From an optimization exercise on the open Yosys and OpenROAD flow, aimed at small area and a short achievable clock period; shortcuts taken in it are not production practice.
At most, simulation tests tie the RTL to the original design; equivalence was not proved.
Power figures rest on the tool's default switching activity, not on a simulated workload.

== job 101 ==
==> flow/design.v (excerpt) <==
module rs_alu (
  input  logic                 clk,
  input  logic                 rst,
  input  logic                 disp_valid,
  input  logic [TAG_W-1:0]     disp_src_a,
  input  logic [TAG_W-1:0]     disp_src_b,
  input  logic [TAG_W-1:0]     disp_dest,
  input  logic                 disp_rdy_a,
  input  logic                 disp_rdy_b,
  input  logic [DATA_W-1:0]    disp_imm,
  input  logic                 disp_dest_valid,
  input  logic [OP_W-1:0]      disp_alu_op,
  input  logic [SPECTAG_W-1:0] disp_spectag,
  input  logic                 disp_specbit,
  input  logic [AGE_W-1:0]     disp_age,
  input  logic [DLY_W-1:0]     disp_delay,
  input  logic                 br_valid,
  input  logic                 br_success,
  input  logic [SPECTAG_W-1:0] br_tag,
  output logic                 full,
  output logic                 issue_valid,
  output logic [TAG_W-1:0]     issue_src_a,
  output logic [TAG_W-1:0]     issue_src_b,
  output logic [TAG_W-1:0]     issue_dest,
  output logic [DATA_W-1:0]    issue_imm,
  output logic                 issue_dest_valid,
  output logic [OP_W-1:0]      issue_alu_op,
  output logic [SPECTAG_W-1:0] issue_spectag,
  output logic                 issue_specbit
);
  rs_pkg::rs_payload_t       disp_payload;
  logic [N_ENT*PL_W-1:0]     payloads;
  logic [N_ENT-1:0]          we;
  logic [N_ENT-1:0]          ready;
  logic [N_ENT-1:0]          busy;
  logic [N_ENT-1:0]          specbits;
  logic [N_ENT-1:0]          grant;
  logic                      any;
  logic [N_ENT*AGE_W-1:0]    ages;
  logic [TAG_W-1:0]          iss_dest;
  logic                      iss_dv;
  logic [DLY_W-1:0]          iss_dly;
  logic                      wk_valid;
  logic                      wk_d0;
  logic [DLY_W-1:0]          wk_load;
  always_comb
  begin
    disp_payload.src_a      = disp_src_a;
    disp_payload.src_b      = disp_src_b;
    disp_payload.imm        = disp_imm;
    disp_payload.dest       = disp_dest;
    disp_payload.dest_valid = disp_dest_valid;
    disp_payload.alu_op     = rs_pkg::alu_op_e'(disp_alu_op);
    disp_payload.spectag    = disp_spectag;
  ...
Size in the first run: about 710 flip-flops, ~32,000 sq um of cells after synthesis.
Settings: LEC_CHECK=0, CAP_MARGIN=20, CORE_MARGIN=2, CORE_UTILIZATION=60, SETUP_SLACK_MARGIN=4.5, SLEW_MARGIN=20, TNS_END_PERCENT=0; clock period 7.5 ns.
standard.sh (not shown) runs the stock make flow with config.mk's settings and CLKGATE_MAP_FILE= SYNTH_SCRIPT=/design/flow/synth_recipe.tcl, a recipe that flattens the netlist after the stock synthesis.
==> flow/flow/run.sh <==
#!/bin/bash
# Standard layout, with plain buffers on the ports and sizing not tied to cell footprints.
set -euo pipefail
bash standard.sh BUFFER_PORTS_ARGS="-buffer_cell sky130_fd_sc_hd__buf_2" MATCH_CELL_FOOTPRINT=0 finish > flow_make.log 2>&1
Job 101 finished every step from synthesis to the final layout, and the layout passed the timing, design-rule and antenna checks.
Setup changes, job 101 to job 102
--- a/flow/config.mk
+++ b/flow/config.mk
@@ -9,5 +9,5 @@
 export CORE_MARGIN = 2
 export CORE_UTILIZATION = 60
-export SETUP_SLACK_MARGIN = 4.5
+export SETUP_SLACK_MARGIN = 5.0
 export SLEW_MARGIN = 20
 export TNS_END_PERCENT = 0
--- outcome ---
- Higher maximum ir drop on the vdd rail goes to job 102 over job 101.
- Job 102 -> job 101: residual antenna-violating net count after detailed routing flat
- Job 102 vs. job 101: tightest slew margin relative to the limit went up by 4.8 points.
- Job 101 -> job 102: number of cells in the finished layout apart from fillers flat
- Maximum level of the CTS H-tree: job 102 vs job 101 identical
- Job 102 ended with more critical path's largest stage delay than job 101.
- Comparing average vias per placed instance for job 101 and job 102, the smaller number came from job 101.
- Routed wire length was lower in job 101 than in job 102.
- When job 102 is set beside job 101, its first-pass GRT wire length turns out to be about 1.8% larger.
- Job 101 reports its timing endpoint of the critical path as iss_dly[0]$_DFF_P_ while job 102 reports iss_dly[1]$_DFF_P_.
- Number of signal-net buffers in the layout (job 102 vs. job 101) increases slightly
#### Input delta (job 103 over job 102)
==> flow/run.sh (new file) <==
#!/bin/bash
# synth_recipe.tcl (not shown) runs the flow's synth.tcl, then flattens the netlist and writes it again
# the make line also repeats each setting of config.mk as NAME=value (left out here)
make -C /OpenROAD-flow-scripts/flow DESIGN_CONFIG=/design/flow/config.mk WORK_HOME=/design/flow/orfs CLKGATE_MAP_FILE= SYNTH_SCRIPT=/design/flow/synth_recipe.tcl finish
--- a/flow/config.mk
+++ b/flow/config.mk
@@ -8,6 +8,5 @@
 export CAP_MARGIN = 20
 export CORE_MARGIN = 2
-export CORE_UTILIZATION = 60
-export SETUP_SLACK_MARGIN = 5.0
+export CORE_UTILIZATION = 40
+export SETUP_SLACK_MARGIN = 4.8
 export SLEW_MARGIN = 20
-export TNS_END_PERCENT = 0
removed: flow/flow/run.sh
removed: flow/standard.sh
==> notes.md <==
The sequential share of cell area in job 103 was lower than what job 102 gave. Summary of job 103 over job 102: clock period minus final worst setup slack rose by 0.12 ns, post-place setup slack +0.12 ns, total routed wirelength shows an increase of 16%. Job 103: inserted tap cell count 53% above job 102. Post-route clock period utilization, job 103 and job 102: larger value in job 103. Relative to job 102, wire length of the first global-routing pass has gone up in job 103. The lower layout-stage area growth over the synthesis result of job 103 and job 102 is in job 102. Die outline area on job 103 is behind job 102. Between job 103 and job 102, it is job 103 whose data arrival time of the worst path is higher, by 0.20 ns. Job 103 vs job 102, relative contribution of combinational cells to total power went up by 0.2 points.
Changes in job 104 relative to job 103:
--- a/flow/config.mk
+++ b/flow/config.mk
@@ -8,5 +8,6 @@
 export CAP_MARGIN = 20
 export CORE_MARGIN = 2
-export CORE_UTILIZATION = 40
-export SETUP_SLACK_MARGIN = 4.8
+export CORE_UTILIZATION = 60
+export SETUP_SLACK_MARGIN = 5.0
 export SLEW_MARGIN = 20
+export TNS_END_PERCENT = 0
--- outcome ---
Job 104 completed end to end with timing, DRC and antenna clean.
Of job 103 and job 104, the run reporting the lower arrival time reported for the critical path endpoint was job 104.
On post-synthesis adder-cell area fraction, job 103 tracks job 104 almost exactly.
Taking job 103 as the reference point, the initial antenna violation count of job 104 falls by 9.
Internal reg-to-reg setup slack was higher in job 104 than in job 103.
On signed area change from the synthesized netlist to the final layout: between job 103 and job 104, it ends up lower for job 104.
Job 104 reports a higher count of clock-net buffers in the final layout than job 103 does.
Measured against job 103, the via count normalized by instance count of job 104 comes out at 1.10 times the reference value.
Job 103 and job 104 ended up with roughly the same count of multi-input gates.
Summary: final worst slack, job 104 better than job 103
Global-route usage up 8.7 points in job 104 wrt job 103
Sort job 103 and job 104 by register share of the cell area, descending, and job 104 comes first.
Function was not checked in any run of this note: the RTL went through the layout flow alone.


== the reference run ==
Another version of the RTL of rs_alu (not shown whole).
Size in the first run: ~2,000 cells after synthesis.
==> flow/config.mk <==
export PLATFORM = sky130hd
export DESIGN_NAME = rs_alu
export DESIGN_NICKNAME = rs_alu
export VERILOG_FILES = /design/flow/design.v
export SDC_FILE = /design/flow/constraint.sdc
export NUM_CORES = 4
export LEC_CHECK = 0
export CAP_MARGIN = 20
export CORE_MARGIN = 2
export CORE_UTILIZATION = 60
export CTS_BUF_LIST = sky130_fd_sc_hd__clkbuf_16
export CTS_CLUSTER_DIAMETER = 100
export CTS_CLUSTER_SIZE = 20
export PLACE_DENSITY = 0.7
export SETUP_SLACK_MARGIN = 5.0
export SLEW_MARGIN = 20
export TNS_END_PERCENT = 0
==> flow/constraint.sdc <==
create_clock -name core_clock -period 7.5 [get_ports {clk}]
set_input_delay 1.5000 -clock core_clock [delete_from_list [all_inputs] [get_ports {clk}]]
set_output_delay 1.5000 -clock core_clock [all_outputs]
set_load 0.01 [all_outputs]
==> flow/flow/run.sh <==
#!/bin/bash
# Standard layout, with plain buffers on the ports and sizing not tied to cell footprints.
set -euo pipefail
bash standard.sh BUFFER_PORTS_ARGS="-buffer_cell sky130_fd_sc_hd__buf_2" MATCH_CELL_FOOTPRINT=0 finish > flow_make.log 2>&1
Changes in the trial run relative to the reference run:
- removing PLACE_DENSITY (formerly 0.7)
[summary]
Portion of total power attributed to combinational logic essentially unchanged between the reference run and the trial run. Relative to the reference run, largest fanout on the critical path has decreased by 15 in the trial run. The final RePlAce weighted congestion number comes out higher for the trial run vs the reference run. Taking the reference run as the reference, in the trial run power density normalized to cell area comparable, clock network fraction of total power comparable, global-route usage now larger, area growth from synthesis to final layout now smaller. Clock slew at the register clock pins of the worst setup and hold paths: the reference run vs the trial run — no meaningful difference.


rs_alu again, from the RTL that the note above started with.
export LEC_CHECK = 0
export CAP_MARGIN = 20
export CORE_MARGIN = 2
export CORE_UTILIZATION = 50
export CTS_BUF_LIST = sky130_fd_sc_hd__clkbuf_16
export CTS_CLUSTER_DIAMETER = 100
export CTS_CLUSTER_SIZE = 20
export SETUP_SLACK_MARGIN = 5.0
export SLEW_MARGIN = 20
export TNS_END_PERCENT = 0
create_clock -name core_clock -period 7.5 [get_ports {clk}]
Scripts as last shown in full above: flow/flow/run.sh
Change:
--- a/flow/config.mk
+++ b/flow/config.mk
@@ -8,8 +8,9 @@
 export CAP_MARGIN = 20
 export CORE_MARGIN = 2
-export CORE_UTILIZATION = 50
+export CORE_UTILIZATION = 70
 export CTS_BUF_LIST = sky130_fd_sc_hd__clkbuf_16
 export CTS_CLUSTER_DIAMETER = 100
 export CTS_CLUSTER_SIZE = 20
+export PLACE_DENSITY = 0.78
 export SETUP_SLACK_MARGIN = 5.0
 export SLEW_MARGIN = 20
Non-clock buffer count is lower by 4.
Fmax stays flat.
Total power is lower by 0.79%.
Register-to-register slack gets worse by 30 ps.
Sequential power hardly moves.
Change:
--- a/flow/config.mk
+++ b/flow/config.mk
@@ -8,9 +8,8 @@
 export CAP_MARGIN = 20
 export CORE_MARGIN = 2
-export CORE_UTILIZATION = 70
+export CORE_UTILIZATION = 60
 export CTS_BUF_LIST = sky130_fd_sc_hd__clkbuf_16
 export CTS_CLUSTER_DIAMETER = 100
-export CTS_CLUSTER_SIZE = 20
-export PLACE_DENSITY = 0.78
+export CTS_CLUSTER_SIZE = 24
 export SETUP_SLACK_MARGIN = 5.0
 export SLEW_MARGIN = 20
The new run produced a clean layout.
Power falls by 3.0%.
Hold slack is worse by 11 ps.
Cell area barely changes.
Die area rose by 16%.
Change:
--- a/flow/config.mk
+++ b/flow/config.mk
@@ -8,8 +8,8 @@
 export CAP_MARGIN = 20
 export CORE_MARGIN = 2
-export CORE_UTILIZATION = 60
+export CORE_UTILIZATION = 65
 export CTS_BUF_LIST = sky130_fd_sc_hd__clkbuf_16
 export CTS_CLUSTER_DIAMETER = 100
-export CTS_CLUSTER_SIZE = 24
+export CTS_CLUSTER_SIZE = 20
 export SETUP_SLACK_MARGIN = 5.0
 export SLEW_MARGIN = 20
What happened: Global-route usage came out higher by 4.1 points. Clock power came out higher by 12%. Synthesized cell count stays the same. Setup slack is better by 94 ps. Die area came out lower by about 8%. Cell count is about the same. Clock-buffer cell count came out higher by 10. Register-to-register slack is better by 20 ps. Synthesized area stays the same.

==> separate check: timing with driven ports <==
In the flow no input, the clock included, has a driving cell. The finished layouts below were timed again as built, in two steps.
Step 1 (the two cells are an assumption about what drives the block):
set clk [get_ports {clk}]
set_driving_cell -lib_cell sky130_fd_sc_hd__clkbuf_16 $clk
set_driving_cell -lib_cell sky130_fd_sc_hd__buf_2 [delete_from_list [all_inputs] $clk]
Step 2, shift: input delay + t, output delay - t, t = (earliest + latest rising clock arrival at the registers) / 2. This alone moves slack from input paths to output paths.
Slacks: no drivers / after step 1 / after step 2; pairs: no drivers / after step 1.
| run | shift t [ns] | setup slack, ns | worst setup path at the end | latest minus earliest clock arrival (ns) | worst data-port slew with drivers (ns) |
|---|---|---|---|---|---|
| job 101 | 0.685 | 4.163 / 4.163 / 3.614 | input to register | 0.025 / 0.025 | 0.15 |
| job 102 | 0.682 | 4.192 / 4.192 / 3.643 | input to register | 0.021 / 0.021 | 0.16 |
| job 103 | 0.713 | 4.072 / 4.072 / 3.969 | input to register | 0.030 / 0.030 | 0.15 |
| job 104 | 0.690 | 4.133 / 4.133 / 3.495 | input to register | 0.015 / 0.016 | 0.14 |
| the reference run | 0.646 | 4.254 / 4.195 / 3.674 | input to register | 0.020 / 0.020 | 0.08 |
| the trial run | 0.633 | 4.256 / 4.197 / 3.823 | input to register | 0.041 / 0.042 | 0.07 |
| the first run of note 3 | 0.663 | 4.231 / 4.162 / 3.751 | input to register | 0.035 / 0.035 | 0.10 |
| the second run of note 3 | 0.635 | 4.221 / 4.197 / 3.752 | input to register | 0.039 / 0.039 | 0.08 |
| the third run of note 3 | 0.694 | 4.193 / 4.136 / 3.748 | input to register | 0.021 / 0.021 | 0.07 |
| the fourth run of note 3 | 0.631 | 4.287 / 4.228 / 3.804 | input to register | 0.024 / 0.025 | 0.09 |
After both steps setup and hold are still met in every run listed. For job 104, which loses most, drivers alone change the setup slack by 0.000 ns; drivers and shift together by -0.638 ns.
